Context: an optimization exercise on an open-source flow, tuned for small area. The choices shown serve that exercise and are no tape-out recipe.
In this exercise RTL edits were held to simulation tests only and were not proved equivalent to the original.
Power figures rest on the tool's default switching activity, not on a simulated workload.

==> 05-16: inputs <==
==> flow/design.v <==
`timescale 1ns/100ps
`default_nettype none
module cpuTop #(
	parameter logic [15:0] resetPc = '0
) (
	input wire clk,
	input wire rst,
	input wire [15:0] instr,
	output logic [15:0] instrAddr,
	output logic [15:0] dataAddr,
	output logic [15:0] dataWrData,
	output logic dataWrite,
	output logic dataRead,
	input wire [15:0] dataRdData
);
	localparam logic [2:0] sClr = 3'd0;   
	localparam logic [2:0] sEx  = 3'd1;   
	localparam logic [2:0] sBr  = 3'd2;   
	localparam logic [2:0] sLw  = 3'd3;   
	localparam logic [2:0] sSw  = 3'd4;   
	localparam logic [2:0] sInc = 3'd5;   
	logic [2:0] state;
	logic [1:0] phase;
	logic [15:0] regs [1:15];
	logic [15:0] pc;
	logic [15:0] xr;        
	logic aluC, incC, eqF;
	wire [3:0] op = instr[15:12];
	wire [3:0] rd = instr[11:8];
	wire [3:0] rs1 = instr[7:4];
	wire [3:0] rs2 = instr[3:0];
	wire ex = (state == sEx);
	wire isAddi = (op == 4'b1001);
	wire isMem = (op[3:2] == 2'b00) & (op[1:0] == 2'b01 || op[1:0] == 2'b10);
	wire isLw = (op == 4'b0001);
	wire isJmp = (op == 4'b0011);
	wire isBr = (op[3:1] == 3'b010);
	wire isAluR = (op == 4'b1000) || (op == 4'b1011) || (op == 4'b1100) || (op == 4'b1111);
	logic [3:0] selA;
	always_comb begin
		if (ex && isMem) selA = {2'b10, instr[9:8]};
		else if ((ex && isAddi) || state == sBr) selA = rd;
		else selA = rs1;
	end
	wire [3:0] portA = (selA == 4'd0) ? 4'd0 : regs[selA][3:0];
	wire [3:0] portB = (rs2 == 4'd0) ? 4'd0 : regs[rs2][3:0];
	logic [3:0] pcNib, immNib;
	always_comb begin
		case (phase)
			2'd0: pcNib = pc[3:0];
			2'd1: pcNib = pc[7:4];
			2'd2: pcNib = pc[11:8];
			default: pcNib = pc[15:12];
		endcase
	end
	always_comb begin
		immNib = 4'd0;
		if (isJmp) begin
			case (phase)
				2'd0: immNib = instr[3:0];
				2'd1: immNib = instr[7:4];
				2'd2: immNib = instr[11:8];
				default: immNib = {4{instr[11]}};
			endcase
		end else if (isMem) begin
			case (phase)
				2'd0: immNib = {instr[2:0], 1'b0};
				2'd1: immNib = instr[6:3];
				default: immNib = {4{instr[7]}};
			endcase
		end else begin
			case (phase)
				2'd0: immNib = instr[3:0];
				2'd1: immNib = instr[7:4];
				default: immNib = {4{instr[7]}};
			endcase
		end
	end
	wire doSub = ex & (isAluR & (op == 4'b1100));
	wire doNand = ex & (op == 4'b1011);
	wire doOr = ex & (op == 4'b1111);
	wire [3:0] aluA = (ex && isJmp) ? pcNib : portA;
	logic [3:0] aluB;
	always_comb begin
		if (state == sBr) aluB = 4'd0;
		else if (ex && (isAluR || isBr)) aluB = portB;
		else aluB = immNib;
	end
	wire cin = (phase == 2'd0) ? (doSub | (ex & isJmp)) : aluC;
	wire [4:0] sum = {1'b0, aluA} + {1'b0, doSub ? ~aluB : aluB} + {4'd0, cin};
	logic [3:0] aluY;
	always_comb begin
		if (doNand) aluY = ~(aluA & aluB);
		else if (doOr) aluY = aluA | aluB;
		else aluY = sum[3:0];
	end
	wire eqNib = (aluA == aluB);
	wire eqAll = eqNib & ((phase == 2'd0) | eqF);
	wire taken = (op[0] ? !eqAll : eqAll);
	wire incCin = (phase == 2'd0) ? 1'b1 : incC;
	wire [4:0] inc = {1'b0, pcNib} + {4'd0, incCin};
	logic [3:0] wrNib;
	logic [15:0] wrEn;
	always_comb begin
		wrEn = '0;
		wrNib = aluY;
		case (state)
			sClr: begin
				wrEn = '1;
				wrNib = 4'd0;
			end
			sEx: if (isAluR || isAddi) wrEn[rd] = 1'b1;
			sLw: begin
				wrEn[{2'b11, instr[11:10]}] = 1'b1;
				case (phase)
					2'd0: wrNib = dataRdData[3:0];
					2'd1: wrNib = dataRdData[7:4];
					2'd2: wrNib = dataRdData[11:8];
					default: wrNib = dataRdData[15:12];
				endcase
			end
			default: ;
		endcase
	end
	always_ff @(posedge clk) begin
		for (int i = 1; i < 16; i++) begin
			regs[i] <= {wrEn[i] ? wrNib : regs[i][3:0], regs[i][15:4]};
		end
	end
	logic [3:0] xNib;
	always_comb begin
		case (phase)
			2'd0: xNib = resetPc[3:0];
			2'd1: xNib = resetPc[7:4];
			2'd2: xNib = resetPc[11:8];
			default: xNib = resetPc[15:12];
		endcase
		if (state == sClr) ;  
		else if ((ex && (isMem || isJmp)) || state == sBr) xNib = aluY;
		else xNib = inc[3:0];
	end
	wire holdX = (state == sLw);
	always_ff @(posedge clk) begin
		if (!holdX) xr <= {xNib, xr[15:4]};
		aluC <= sum[4];
		incC <= inc[4];
		eqF <= eqAll;
	end
	wire last = (phase == 2'd3);
	logic ldPc;
	logic [2:0] nextState;
	always_comb begin
		ldPc = 1'b0;
		nextState = sEx;
		case (state)
			sClr: ldPc = 1'b1;
			sEx: begin
				if (isMem) nextState = isLw ? sLw : sSw;
				else if (isBr && taken) nextState = sBr;
				else ldPc = 1'b1;
			end
			sLw: nextState = sInc;
			default: ldPc = 1'b1;
		endcase
	end
	always_ff @(posedge clk) begin
		if (last && ldPc) pc <= {xNib, xr[15:4]};
	end
	always_ff @(posedge clk or posedge rst) begin
		if (rst) begin
			state <= sClr;
			phase <= 2'd0;
		end else begin
			phase <= phase + 2'd1;
			if (last) state <= nextState;
		end
	end
	assign instrAddr = pc;
	assign dataAddr = xr;
	assign dataRead = (state == sLw);
	assign dataWrite = (state == sSw) && (phase == 2'd0);
	always_comb begin
		case (instr[11:10])
			2'd0: dataWrData = regs[12];
			2'd1: dataWrData = regs[13];
			2'd2: dataWrData = regs[14];
			default: dataWrData = regs[15];
		endcase
	end
endmodule
`default_nettype wire
==> flow/flow/run.sh <==
#!/bin/bash
# Own flow: the standard ORFS flow with three changes.
#  1. Synthesis is ORFS's own (synth_recipe.tcl via standard.sh) but its ABC step
#     uses flow/abc_area.script, an area-oriented mapping without ABC's
#     buffering and up-sizing, and adders are left to ABC (no ADDER_MAP_FILE). The registers are checked against the standard
#     synthesis; if they differ in any way, the standard netlist is used.
#  2. Port buffers are the smallest buffer, sky130_fd_sc_hd__buf_1.
#  3. Clock tree synthesis without dummy loads, with flow/cts_args.txt.
set -uo pipefail
W=$(pwd)
R=$W/orfs/results/$FLOW_PLATFORM/cpuTop/base

# 1. reference: the standard synthesis
bash standard.sh synth > $W/synth_standard.log 2>&1 || exit 1
cp $R/1_2_yosys.v $W/reference_1_2_yosys.v

# same synthesis scripts, own ABC script
cp -r $FLOW_HOME/scripts $W/myscripts
cp $W/flow/abc_area.script $W/myscripts/abc_area.script
rm -rf $W/orfs
if bash standard.sh synth SCRIPTS_DIR=$W/myscripts ADDER_MAP_FILE= > $W/synth_own.log 2>&1 \
	&& python3 $W/flow/cmpregs.py $W/reference_1_2_yosys.v $R/1_2_yosys.v > $W/cmpregs.log 2>&1; then
	echo "using own synthesis"
else
	echo "own synthesis unusable; using the standard synthesis"
	rm -rf $W/orfs
	bash standard.sh synth > $W/synth_standard2.log 2>&1 || exit 1
fi

CTS="$(cat $W/flow/cts_args.txt)"
bash standard.sh finish "BUFFER_PORTS_ARGS=-buffer_cell sky130_fd_sc_hd__buf_1" "CTS_ARGS=$CTS" > $W/layout.log 2>&1 || exit 1
ls -l $W/out
==> flow/flow/abc_area.script <==
strash
&get -n
&fraig -x
&put
scorr
dc2
dretime
strash
&get -n
&dch -f
&nf
&put
==> flow/flow/cmpregs.py <==
#!/usr/bin/env python3
# Compare the registers (instance name and cell type, drive strength ignored)
# of two gate-level netlists; exit 1 if they differ.
import re, sys

def regs(path):
    text = open(path).read()
    out = {}
    for m in re.finditer(r'^\s*(sky130_fd_sc_hd__(\w+?)_\d+)\s+(\\\S+|\S+)\s*\(', text, re.M):
        base = m.group(2)
        if re.match(r'(df|edf|sdf|dl)', base):
            out[m.group(3)] = base
    return out

a, b = regs(sys.argv[1]), regs(sys.argv[2])
print(f"reference registers: {len(a)}, new: {len(b)}")
if a != b:
    for k in sorted(set(a) | set(b)):
        if a.get(k) != b.get(k):
            print("differs:", k, a.get(k), b.get(k))
    sys.exit(1)
print("registers match")
==> flow/flow/cts_args.txt <==
-sink_clustering_enable -repair_clock_nets -dont_use_dummy_load -root_buf sky130_fd_sc_hd__clkbuf_16 -buf_list sky130_fd_sc_hd__clkbuf_4 -sink_clustering_size 12 -sink_clustering_max_diameter 50
==> flow/standard.sh <==
#!/bin/bash
# synth_recipe.tcl (not shown) runs the flow's synth.tcl, then flattens the netlist and writes it again
# the make line also repeats each setting of config.mk as NAME=value (left out here)
make -C /OpenROAD-flow-scripts/flow DESIGN_CONFIG=/design/flow/config.mk WORK_HOME=/design/flow/orfs CLKGATE_MAP_FILE= SYNTH_SCRIPT=/design/flow/synth_recipe.tcl "${@:-finish}"
==> flow/config.mk <==
export PLATFORM = sky130hd
export DESIGN_NAME = cpuTop
export DESIGN_NICKNAME = cpuTop
export VERILOG_FILES = /design/flow/design.v
export SDC_FILE = /design/flow/constraint.sdc
export NUM_CORES = 4
export LEC_CHECK = 0
export ABC_AREA = 1
export CAP_MARGIN = 5
export CORE_MARGIN = 2
export CORE_UTILIZATION = 40
export GPL_TIMING_DRIVEN = 0
export SLEW_MARGIN = 5
==> flow/constraint.sdc <==
create_clock -name core_clock -period 10.0 [get_ports {clk}]
set_input_delay 2.0000 -clock core_clock [delete_from_list [all_inputs] [get_ports {clk}]]
set_output_delay 2.0000 -clock core_clock [all_outputs]
set_load 0.01 [all_outputs]
==> 12-02: changes against 05-16 <==
==> flow/flow/cts_args.txt (replaced) <==
-sink_clustering_enable -repair_clock_nets -dont_use_dummy_load -buf_list sky130_fd_sc_hd__clkbuf_4 -sink_clustering_size 12 -sink_clustering_max_diameter 50
- CAP_MARGIN: 5 -> 20
- GPL_TIMING_DRIVEN: 0 -> unset
- SLEW_MARGIN: 5 -> 20
==> summary of the runs <==
- In 05-16 the hold slack is better than in 12-02, by 0.022 ns.
- Sequential power is about the same in 12-02 and 05-16.
- Against 05-16, the clock power of 12-02 is smaller by 9.3%.
- Against 05-16, the sequential share of layout area of 12-02 is higher by 0.29 points.
- In 12-02 the non-clock buffer count is higher than in 05-16, by 5.
- In 05-16 the worst setup slack is lower than in 12-02, by 0.64 ns.
- Of 12-02 and 05-16, 05-16 has the higher combinational power (gap 4.6%, measured against 05-16).
==> figures <==
Run status: 05-16 no timing/DRC/antenna violations; 12-02 no timing/DRC/antenna violations
R2r endpoint: 05-16 pc[0]; 12-02 pc[8]
Number of fillers in the final layout: 05-16 2172; 12-02 2176
Crit path largest cell delay: 05-16 0.78 ns; 12-02 0.74 ns
Violation count after the first detailed-route iteration: 05-16 626; 12-02 564
Required time reported for the critical path endpoint: 05-16 10.21 ns; 12-02 10.30 ns
Finished Cell Area: 05-16 0.0101 mm^2; 12-02 0.0100 mm^2
Final worst path period need: 05-16 7.81 ns; 12-02 7.17 ns
Internal power of the cells: 05-16 2080 uW; 12-02 2010 uW
Amount of wire on met3 after detailed routing: 05-16 1780 um; 12-02 1520 um
Insertion delay to the later sink of the worst-skew pair: 05-16 0.51 ns; 12-02 0.71 ns
P_comb: 05-16 653 uW; 12-02 623 uW
Per-cell via count in the routed design: 05-16 5.60; 12-02 5.60
Met1 routed wirelength after detailed routing: 05-16 11000 um; 12-02 11400 um
Share of final layout cell area taken by clock buffers and inverters: 05-16 2.68%; 12-02 2.17%

* * *

==> umber: inputs <==
// cpuTop: RTL as listed in full above, without the edits since
==> flow/config.mk <==
export PLATFORM = sky130hd
export DESIGN_NAME = cpuTop
export DESIGN_NICKNAME = cpuTop
export VERILOG_FILES = /design/flow/design.v
export SDC_FILE = /design/flow/constraint.sdc
export NUM_CORES = 4
export LEC_CHECK = 0
export ABC_AREA = 1
export CAP_MARGIN = 0
export CORE_MARGIN = 2
export CORE_UTILIZATION = 40
export GPL_TIMING_DRIVEN = 0
export SLEW_MARGIN = 0
==> flow/constraint.sdc <==
create_clock -name core_clock -period 10.0 [get_ports {clk}]
set_input_delay 2.0000 -clock core_clock [delete_from_list [all_inputs] [get_ports {clk}]]
set_output_delay 2.0000 -clock core_clock [all_outputs]
set_load 0.01 [all_outputs]
standard.sh (not shown) runs the stock make flow with config.mk's settings and CLKGATE_MAP_FILE= SYNTH_SCRIPT=/design/flow/synth_recipe.tcl, a recipe that flattens the netlist after the stock synthesis.
==> flow/flow/run.sh <==
#!/bin/bash
# Own flow: the standard ORFS flow with three changes.
#  1. Synthesis is ORFS's own (synth_recipe.tcl via standard.sh) but its ABC step
#     uses flow/abc_area.script, an area-oriented mapping without ABC's
#     buffering and up-sizing, and adders are left to ABC (no ADDER_MAP_FILE). The registers are checked against the standard
#     synthesis; if they differ in any way, the standard netlist is used.
#  2. Port buffers are the smallest buffer, sky130_fd_sc_hd__buf_1.
#  3. Clock tree synthesis without dummy loads, with flow/cts_args.txt.
set -uo pipefail
W=$(pwd)
R=$W/orfs/results/$FLOW_PLATFORM/cpuTop/base

# 1. reference: the standard synthesis
bash standard.sh synth > $W/synth_standard.log 2>&1 || exit 1
cp $R/1_2_yosys.v $W/reference_1_2_yosys.v

# same synthesis scripts, own ABC script
cp -r $FLOW_HOME/scripts $W/myscripts
cp $W/flow/abc_area.script $W/myscripts/abc_area.script
rm -rf $W/orfs
if bash standard.sh synth SCRIPTS_DIR=$W/myscripts ADDER_MAP_FILE= > $W/synth_own.log 2>&1 \
	&& python3 $W/flow/cmpregs.py $W/reference_1_2_yosys.v $R/1_2_yosys.v > $W/cmpregs.log 2>&1; then
	echo "using own synthesis"
else
	echo "own synthesis unusable; using the standard synthesis"
	rm -rf $W/orfs
	bash standard.sh synth > $W/synth_standard2.log 2>&1 || exit 1
fi

CTS="$(cat $W/flow/cts_args.txt)"
bash standard.sh finish "BUFFER_PORTS_ARGS=-buffer_cell sky130_fd_sc_hd__buf_1" "CTS_ARGS=$CTS" > $W/layout.log 2>&1 || exit 1
ls -l $W/out
==> flow/flow/abc_area.script <==
strash
&get -n
&fraig -x
&put
scorr
dc2
dretime
strash
&get -n
&dch -f
&nf -R 1000 -F 5000 -A 5000
&put
mfs3 -a
==> flow/flow/cmpregs.py <==
#!/usr/bin/env python3
# Compare the registers (instance name and cell type, drive strength ignored)
# of two gate-level netlists; exit 1 if they differ.
import re, sys

def regs(path):
    text = open(path).read()
    out = {}
    for m in re.finditer(r'^\s*(sky130_fd_sc_hd__(\w+?)_\d+)\s+(\\\S+|\S+)\s*\(', text, re.M):
        base = m.group(2)
        if re.match(r'(df|edf|sdf|dl)', base):
            out[m.group(3)] = base
    return out

a, b = regs(sys.argv[1]), regs(sys.argv[2])
print(f"reference registers: {len(a)}, new: {len(b)}")
if a != b:
    for k in sorted(set(a) | set(b)):
        if a.get(k) != b.get(k):
            print("differs:", k, a.get(k), b.get(k))
    sys.exit(1)
print("registers match")
==> flow/flow/cts_args.txt <==
-sink_clustering_enable -repair_clock_nets -dont_use_dummy_load -buf_list sky130_fd_sc_hd__clkbuf_4 -sink_clustering_size 11 -sink_clustering_max_diameter 60
==> inputs of tundra, as changes to umber <==
==> flow/flow/abc_area.script (replaced) <==
strash
&get -n
&fraig -x
&put
scorr
dc2
dretime
strash
&get -n
&dch -f
&nf
&put
==> flow/flow/cts_args.txt (replaced) <==
-sink_clustering_enable -repair_clock_nets -dont_use_dummy_load -buf_list sky130_fd_sc_hd__clkbuf_4 -sink_clustering_size 10 -sink_clustering_max_diameter 40
Settings changed: CAP_MARGIN 0 to 20, SLEW_MARGIN 0 to 20.
==> inputs of yarrow, as changes to umber <==
--- a/flow/flow/run.sh
+++ b/flow/flow/run.sh
@@ -3,5 +3,6 @@
 #  1. Synthesis is ORFS's own (synth_recipe.tcl via standard.sh) but its ABC step
 #     uses flow/abc_area.script, an area-oriented mapping without ABC's
-#     buffering and up-sizing, and adders are left to ABC (no ADDER_MAP_FILE). The registers are checked against the standard
+#     buffering and up-sizing, and adders are left to ABC (no ADDER_MAP_FILE, and no
+#     Kogge-Stone extra map: SYNTH_OPERATIONS_ARGS is set to the harmless -noshare). The registers are checked against the standard
 #     synthesis; if they differ in any way, the standard netlist is used.
 #  2. Port buffers are the smallest buffer, sky130_fd_sc_hd__buf_1.
@@ -19,5 +20,5 @@
 cp $W/flow/abc_area.script $W/myscripts/abc_area.script
 rm -rf $W/orfs
-if bash standard.sh synth SCRIPTS_DIR=$W/myscripts ADDER_MAP_FILE= > $W/synth_own.log 2>&1 \
+if bash standard.sh synth SCRIPTS_DIR=$W/myscripts ADDER_MAP_FILE= SYNTH_OPERATIONS_ARGS=-noshare > $W/synth_own.log 2>&1 \
 	&& python3 $W/flow/cmpregs.py $W/reference_1_2_yosys.v $R/1_2_yosys.v > $W/cmpregs.log 2>&1; then
 	echo "using own synthesis"
==> flow/flow/cts_args.txt (replaced) <==
-sink_clustering_enable -repair_clock_nets -dont_use_dummy_load -buf_list sky130_fd_sc_hd__clkbuf_4 -sink_clustering_size 11 -sink_clustering_max_diameter 40
==> summary of the runs <==
Via count, lowest first: umber, tundra, yarrow.
Synthesized area, highest first: yarrow, tundra, umber.
In umber the first-iteration DRC count is lower than in yarrow, by 2.3%.
Routed wire length, highest first: yarrow, umber, tundra.
Clock skew: tundra > yarrow > umber.
In flip-flop and latch count, umber and tundra do not differ.
The highest total power belongs to yarrow, the lowest to umber.
Final cell count: tundra is larger than umber (about 1.4%).
The highest non-clock buffer count belongs to yarrow, the lowest to umber.
Between umber and tundra, the lower sequential share of layout area is in tundra (gap 1.2 points).

-- port drivers added, routing unchanged --
How much do the figures lean on ideal ports? The routed layouts below were timed once more, with nothing changed but the port constraints.
Step 1 (the two cells are an assumption about what drives the block):
set clk [get_ports {clk}]
set_driving_cell -lib_cell sky130_fd_sc_hd__clkbuf_16 $clk
set_driving_cell -lib_cell sky130_fd_sc_hd__buf_2 [delete_from_list [all_inputs] $clk]
Step 2 also shifts input and output timing later by t, the mid clock arrival at the registers, as if the neighbouring blocks saw the same clock.
a / b / c = no drivers / after step 1 / after step 2; a / b = the first two.
run | t (ns) | slack for setup (ns) | slew at the worst register clock pin (ns)
05-16 | 0.522 | 2.189 / 2.185 / 1.664 | 0.12 / 0.12
12-02 | 0.680 | 2.828 / 2.837 / 2.156 | 0.13 / 0.13
umber | 0.693 | 1.935 / 1.939 / 1.246 | 0.12 / 0.12
tundra | 0.627 | 2.214 / 2.204 / 1.577 | 0.11 / 0.11
yarrow | 0.657 | 3.618 / 3.620 / 2.962 | 0.11 / 0.11
After both steps setup and hold are still met in every run listed. For umber, which loses most, drivers alone change the setup slack by +0.004 ns; drivers and shift together by -0.689 ns.
